Source: an optimization exercise on an open RTL-to-GDS flow (aim: small area and a short achievable clock period). Production flows keep margins and buffers that such runs may drop. Where RTL was checked, it was by simulation tests only, not by an equivalence proof against the original.

==> run a: inputs <==
Design fpalu_top, start of the top module:
module fpalu_top (
	input  logic                 clk,
	input  logic                 rst,
	input  logic                 in_valid,
	input  fpalu_pkg::fpalu_op_t op,
	input  logic                 a_sgn,
	input  fpalu_pkg::exp_t      a_exp,
	input  fpalu_pkg::man_t      a_man,
	input  logic                 b_sgn,
	input  fpalu_pkg::exp_t      b_exp,
	input  fpalu_pkg::man_t      b_man,
	output logic                 out_valid,
	output logic                 y_sgn,
	output fpalu_pkg::exp_t      y_exp,
	output fpalu_pkg::man_t      y_man
);
clock: 5.5 ns
lec_check: 0
cap_margin: 20
core_margin: 2
core_utilization: 40
place_density: 0.7
setup_slack_margin: 2.65
slew_margin: 20
standard.sh (not shown) runs the stock make flow with config.mk's settings and CLKGATE_MAP_FILE= SYNTH_SCRIPT=/design/flow/synth_recipe.tcl, a recipe that flattens the netlist after the stock synthesis.
==> flow/flow/run.sh <==
#!/bin/bash
# Standard layout, with the port buffers made from plain buffers instead of
# the delay cells buffer_ports picks by default.
set -euo pipefail
cd "$(dirname "$0")/.."
bash standard.sh synth > synth.log 2>&1
bash standard.sh "BUFFER_PORTS_ARGS=-buffer_cell sky130_fd_sc_hd__buf_1" finish > layout.log 2>&1
==> run b (differences from run a) <==
ABC_AREA = 1   (was not set)
SETUP_SLACK_MARGIN = 2.7   (was 2.65)
==> run c (differences from run a) <==
==> flow/flow/run.sh (replaced) <==
#!/bin/bash
# Standard layout, with the port buffers made from plain buffers instead of
# the delay cells buffer_ports picks by default.
set -euo pipefail
cd "$(dirname "$0")/.."
bash standard.sh synth > synth.log 2>&1
bash standard.sh "BUFFER_PORTS_ARGS=-buffer_cell sky130_fd_sc_hd__buf_1" RECOVER_POWER=50 finish > layout.log 2>&1
PLACE_DENSITY = not set   (was 0.7)
SETUP_SLACK_MARGIN = 2.7   (was 2.65)
TNS_END_PERCENT = 5   (was not set)
==> run d (differences from run a) <==
SETUP_SLACK_MARGIN = 2.8   (was 2.65)
==> results.json <==
{
  "core-area_mm2": 0.0305,
  "cts.clk_slew.worst_paths_ps": 70,
  "seq-cell-share": 0.249,
  "design_power_total_mw": 7.82,
  "timing.hold.ws_ps": 324,
  "outcome": "complete, no violations",
  "report.final.slew_viol_count": 0,
  "grt_first_pass_wirelength_um": 54400
}
(the above is from run d)
==> results.json <==
{
  "synth_edf_count": 0,
  "grt_first_pass_wirelength_um": 56500,
  "vdd_ir_drop_max_mv": 0.303,
  "timing.hold.ws_ps": 323,
  "cp_slowest_cell": "fa_1",
  "core-area_mm2": 0.0304,
  "outcome": "complete, no violations",
  "powerSeq_mw": 2.03
}
(the above is from run b)
==> results.json <==
{
  "cts.clk_slew.worst_paths_ps": 80,
  "so_faults": "max-capacitance violations, max-slew violations",
  "report.final.slew_viol_count": 169,
  "outcome": "failed layout checks",
  "timing.hold.ws_ps": 327,
  "grt_first_pass_wirelength_um": 53900,
  "seq-cell-share": 0.264,
  "maxCapViolations": 5
}
(the above is from run c)
==> results.json <==
{
  "outcome": "complete, no violations",
  "cts.clk_slew.worst_paths_ps": 80,
  "rr_endpoint": "y2[12]",
  "timing.hold.ws_ps": 329,
  "core-area_mm2": 0.0305,
  "design_power_total_mw": 7.41,
  "grt_first_pass_wirelength_um": 53800
}
(the above is from run a)

---

==> inputs of run E <==
Starting RTL as in the previous note.
==> module fpalu_top, before the edit <==
module fpalu_top (
	input  logic                 clk,
	input  logic                 rst,
	input  logic                 in_valid,
	input  fpalu_pkg::fpalu_op_t op,
	input  logic                 a_sgn,
	input  fpalu_pkg::exp_t      a_exp,
	input  fpalu_pkg::man_t      a_man,
	input  logic                 b_sgn,
	input  fpalu_pkg::exp_t      b_exp,
	input  fpalu_pkg::man_t      b_man,
	output logic                 out_valid,
	output logic                 y_sgn,
	output fpalu_pkg::exp_t      y_exp,
	output fpalu_pkg::man_t      y_man
);
	logic        a_lt_b, lt, mul;
	logic [5:0]  dab, dba;
	logic        nz_a, nz_b;
	logic [10:0] sb;
	logic [5:0]  one, two, neg;
	exp_lt u_lt (
		.a (a_exp),
		.b (b_exp),
		.lt(a_lt_b)
	);
	always_comb begin
		mul = (op == fpalu_pkg::OP_MUL);
		lt = a_lt_b & ~mul;
		dab = a_exp - b_exp;
		dba = b_exp - a_exp;
		nz_a = (a_exp[4:0] != '0);
		nz_b = (b_exp[4:0] != '0);
		sb = {nz_b, b_man[9:0]};
	end
	booth_enc u_enc (
		.y  (sb),
		.one(one),
		.two(two),
		.neg(neg)
	);
	logic        v1, mul1, sl1, sr1;
	logic [5:0]  el1, d1;
	logic [21:0] ml1, mr1;
	always_ff @(posedge clk) begin
		v1 <= in_valid & ~rst;
		mul1 <= mul;
		sl1 <= lt ? b_sgn : a_sgn;
		sr1 <= lt ? a_sgn : b_sgn;
		d1 <= a_lt_b ? dba : dab;
		el1 <= lt ? b_exp : a_exp;
		if (mul) begin
			ml1 <= {6'({1'b0, a_exp[4:0]} + {1'b0, b_exp[4:0]} + 6'd3), 4'b0, nz_b, nz_a, a_man[9:0]};
			mr1 <= {4'b0, neg, two, one};
		end else begin
			ml1 <= lt ? b_man : a_man;
			mr1 <= lt ? a_man : b_man;
		end
	end
	logic [21:0] rsh;
	logic        lz, sub;
	logic [22:0] prod_s, prod_c;
	logic        pz, nz_r;
	logic [5:0]  pexp;
	operand_align u_align (
		.man(mr1),
		.d  (d1),
		.sh (rsh)
	);
	booth_mul u_mul (
		.m    (ml1[10:0]),
		.one  (mr1[5:0]),
		.two  (mr1[11:6]),
		.neg  (mr1[17:12]),
		.row_s(prod_s),
		.row_c(prod_c)
	);
	always_comb begin
		lz = (ml1 == '0);	 
		sub = sl1 ^ sr1;
		nz_r = ml1[11];
		pz = (ml1[10:0] == '0) || (mr1[11:0] == '0);	 
		pexp = ml1[21:16] + (pz ? 6'd0 : 6'(!ml1[10]) + 6'(!nz_r));
	end
	logic        v2, sg2, byp2, ci2;
	logic [5:0]  e2;
	logic [22:0] x2, y2;
	always_ff @(posedge clk) begin
		v2 <= v1 & ~rst;
		if (mul1) begin
			x2 <= prod_s;
			y2 <= prod_c;
			ci2 <= 1'b0;
			e2 <= pexp;
			sg2 <= sub;
			byp2 <= 1'b0;
		end else begin
			x2 <= {1'b0, ml1 | (mr1 & {22{lz}})};
			y2 <= lz ? '0 : {1'b0, rsh};
			ci2 <= sub & ~lz;	 
			e2 <= lz ? el1 - d1 + 6'd1 : el1 + 6'd1;	 
			sg2 <= lz ? sr1 : sl1;
			byp2 <= lz;
		end
	end
	logic [23:0] sum;
	always_comb sum = {x2, ci2} + {y2 ^ {23{ci2}}, ci2};	 
	logic        v3, sg3, byp3;
	logic [5:0]  e3;
	logic [22:0] w3;
	always_ff @(posedge clk) begin
		v3 <= v2 & ~rst;
		w3 <= sum[23:1];
		e3 <= e2;
		sg3 <= sg2;
		byp3 <= byp2;
	end
	logic [4:0]  n, z;
	logic [21:0] nman;
	lzc23 u_lzc (
		.w(w3),
		.n(n)
	);
	always_comb z = byp3 ? 5'd1 : n;	 
	sum_normalize u_norm (
		.w  (w3),
		.z  (z),
		.man(nman)
	);
	always_ff @(posedge clk) begin
		out_valid <= v3 & ~rst;
		y_sgn <= sg3;
		y_exp <= e3 - 6'(z);
		y_man <= nman;
	end
endmodule
Settings: LEC_CHECK=0, CAP_MARGIN=10, CORE_MARGIN=2, CORE_UTILIZATION=40, PLACE_DENSITY=0.7, SETUP_SLACK_MARGIN=2.7, SLEW_MARGIN=10; clock period 5.5 ns.
==> flow/flow/run.sh <==
#!/bin/bash
# Standard layout, with the port buffers made from plain buffers instead of
# the delay cells buffer_ports picks by default.
set -euo pipefail
cd "$(dirname "$0")/.."
bash standard.sh synth > synth.log 2>&1
bash standard.sh "BUFFER_PORTS_ARGS=-buffer_cell sky130_fd_sc_hd__buf_1" finish > layout.log 2>&1
==> run K (differences from run E) <==
--- a/flow/flow/run.sh
+++ b/flow/flow/run.sh
@@ -6,2 +6,2 @@
 bash standard.sh synth > synth.log 2>&1
-bash standard.sh "BUFFER_PORTS_ARGS=-buffer_cell sky130_fd_sc_hd__buf_1" finish > layout.log 2>&1
+bash standard.sh "BUFFER_PORTS_ARGS=-buffer_cell sky130_fd_sc_hd__buf_2" finish > layout.log 2>&1
Settings changed: CAP_MARGIN 10 to 20, CTS_CLUSTER_DIAMETER from default to 100, CTS_CLUSTER_SIZE from default to 40, PLACE_DENSITY 0.7 to default, SLEW_MARGIN 10 to 20.
==> run C (differences from run E) <==
--- a/flow/design.v
+++ b/flow/design.v
@@ -235,3 +235,3 @@
 );
-	logic        a_lt_b, lt, mul;
+	logic        a_lt_b, mul;
 	logic [5:0]  dab, dba;
@@ -240,2 +240,4 @@
 	logic [5:0]  one, two, neg;
+	logic [21:0] mlf, mrf;	 
+	logic [21:0] ml_a, ml_b, mr_a, mr_b;	 
 	exp_lt u_lt (
@@ -245,5 +247,10 @@
 	);
+	booth_enc u_enc (
+		.y  (sb),
+		.one(one),
+		.two(two),
+		.neg(neg)
+	);
 	always_comb begin
 		mul = (op == fpalu_pkg::OP_MUL);
-		lt = a_lt_b & ~mul;
 		dab = a_exp - b_exp;
@@ -253,9 +260,9 @@
 		sb = {nz_b, b_man[9:0]};
+		mlf = {6'({1'b0, a_exp[4:0]} + {1'b0, b_exp[4:0]} + 6'd3), 4'b0, nz_b, nz_a, a_man[9:0]};
+		mrf = {4'b0, neg, two, one};
+		ml_a = mul ? mlf : a_man;
+		ml_b = mul ? mlf : b_man;
+		mr_a = mul ? mrf : a_man;
+		mr_b = mul ? mrf : b_man;
 	end
-	booth_enc u_enc (
-		.y  (sb),
-		.one(one),
-		.two(two),
-		.neg(neg)
-	);
 	logic        v1, mul1, sl1, sr1;
@@ -266,13 +273,8 @@
 		mul1 <= mul;
-		sl1 <= lt ? b_sgn : a_sgn;
-		sr1 <= lt ? a_sgn : b_sgn;
+		sl1 <= a_lt_b ? b_sgn : a_sgn;
+		sr1 <= a_lt_b ? a_sgn : b_sgn;
 		d1 <= a_lt_b ? dba : dab;
-		el1 <= lt ? b_exp : a_exp;
-		if (mul) begin
-			ml1 <= {6'({1'b0, a_exp[4:0]} + {1'b0, b_exp[4:0]} + 6'd3), 4'b0, nz_b, nz_a, a_man[9:0]};
-			mr1 <= {4'b0, neg, two, one};
-		end else begin
-			ml1 <= lt ? b_man : a_man;
-			mr1 <= lt ? a_man : b_man;
-		end
+		el1 <= a_lt_b ? b_exp : a_exp;
+		ml1 <= a_lt_b ? ml_b : ml_a;
+		mr1 <= a_lt_b ? mr_a : mr_b;
 	end
Settings changed: CAP_MARGIN 10 to 20, SLEW_MARGIN 10 to 20.
==> results.tsv <==
stage	metric	value	unit
outcome	status	complete, no violations	
min_path	hold_end	sg3	
layout	nNetsFinal	1689	
detailed_routing	drt-vias-per-instance	5.65	
timing	relSlewSlack	29.8	%
layout	area_delta_synth_final	15.6	%
timing	tightest_slew	1.05	ns
detailed_routing	dr_wl_met2	15800	um
detailed_routing	wl_met3	2410	um
logic_synthesis	synth_seq_area_share	28.4	%
(the above is from run C)
==> results.tsv <==
stage	metric	value	unit
layout	area_delta_synth_final	13.6	%
placement	place_ws	1.67	ns
logic_synthesis	synth_mux_area_share	10.7	%
grt	grt_overflow	0	
layout	nNetsFinal	1620	
timing	relSlewSlack	33.4	%
detailed_routing	wl_met3	2450	um
detailed_routing	dr_wl_met2	15600	um
critical_path	cp-end-kind	register	
outcome	status	complete, no violations	
logic_synthesis	synth_seq_area_share	28.8	%
min_path	hold_end	e3[3]	
detailed_routing	drt-vias-per-instance	5.70	
(the above is from run E)
==> results.tsv <==
stage	metric	value	unit
layout	area_delta_synth_final	15.4	%
detailed_routing	wl_met3	1820	um
detailed_routing	drt-vias-per-instance	5.51	
outcome	status	complete, no violations	
clocking	cts_tree	built	
detailed_routing	dr_wl_met2	16300	um
timing	relSlewSlack	41.5	%
layout	nNetsFinal	1642	
min_path	hold_end	e3[3]	
clocking	cts_buffer_depth	2	
logic_synthesis	synth_seq_area_share	28.8	%
clocking	cts.sinks	178	
layout	design_area	0.0143	mm^2
(the above is from run K)
Only the layout flow was run in run C; the RTL was not checked for function there.

==> separate check: timing with driven ports <==
The flow's constraints put no driver on any port. The routed layouts listed below were extracted and timed again, unchanged, in two steps.
Step 1 (the two cells are an assumption about what drives the block):
set clk [get_ports {clk}]
set_driving_cell -lib_cell sky130_fd_sc_hd__clkbuf_16 $clk
set_driving_cell -lib_cell sky130_fd_sc_hd__buf_2 [delete_from_list [all_inputs] $clk]
Step 2 moves the port delays by t, midway between the first and last clock arrival at a register: inputs arrive t later, outputs are due t later. That takes back most of the time a late clock gives input paths.
a / b / c = ideal ports / drivers / drivers and shift; a / b = the first two.
run | shift t [ns] | setup WS [ns] | hold slack, ns | worst setup path after step 2 | worst slew at a driven data input, ns
run a of note 1 | 0.497 | 2.696 / 2.696 / 2.301 | 0.329 / 0.329 / 0.329 | input to register | 0.04
run b of note 1 | 0.495 | 2.496 / 2.496 / 2.342 | 0.323 / 0.323 / 0.323 | input to register | 0.04
run c of note 1 | 0.483 | 1.723 / 1.723 / 1.721 | 0.327 / 0.327 / 0.327 | input to register | 0.04
run d of note 1 | 0.487 | 2.797 / 2.797 / 2.329 | 0.324 / 0.324 / 0.324 | input to register | 0.06
run E of note 2 | 0.482 | 2.780 / 2.774 / 2.292 | 0.328 / 0.328 / 0.328 | input to register | 0.06
run K of note 2 | 0.490 | 2.700 / 2.725 / 2.235 | 0.327 / 0.327 / 0.327 | input to register | 0.04
run C of note 2 | 0.482 | 2.699 / 2.699 / 2.251 | 0.325 / 0.325 / 0.325 | input to register | 0.05
The setup slack of run E of note 2, which loses most, moves by -0.006 ns with the drivers and by -0.488 ns with both steps.
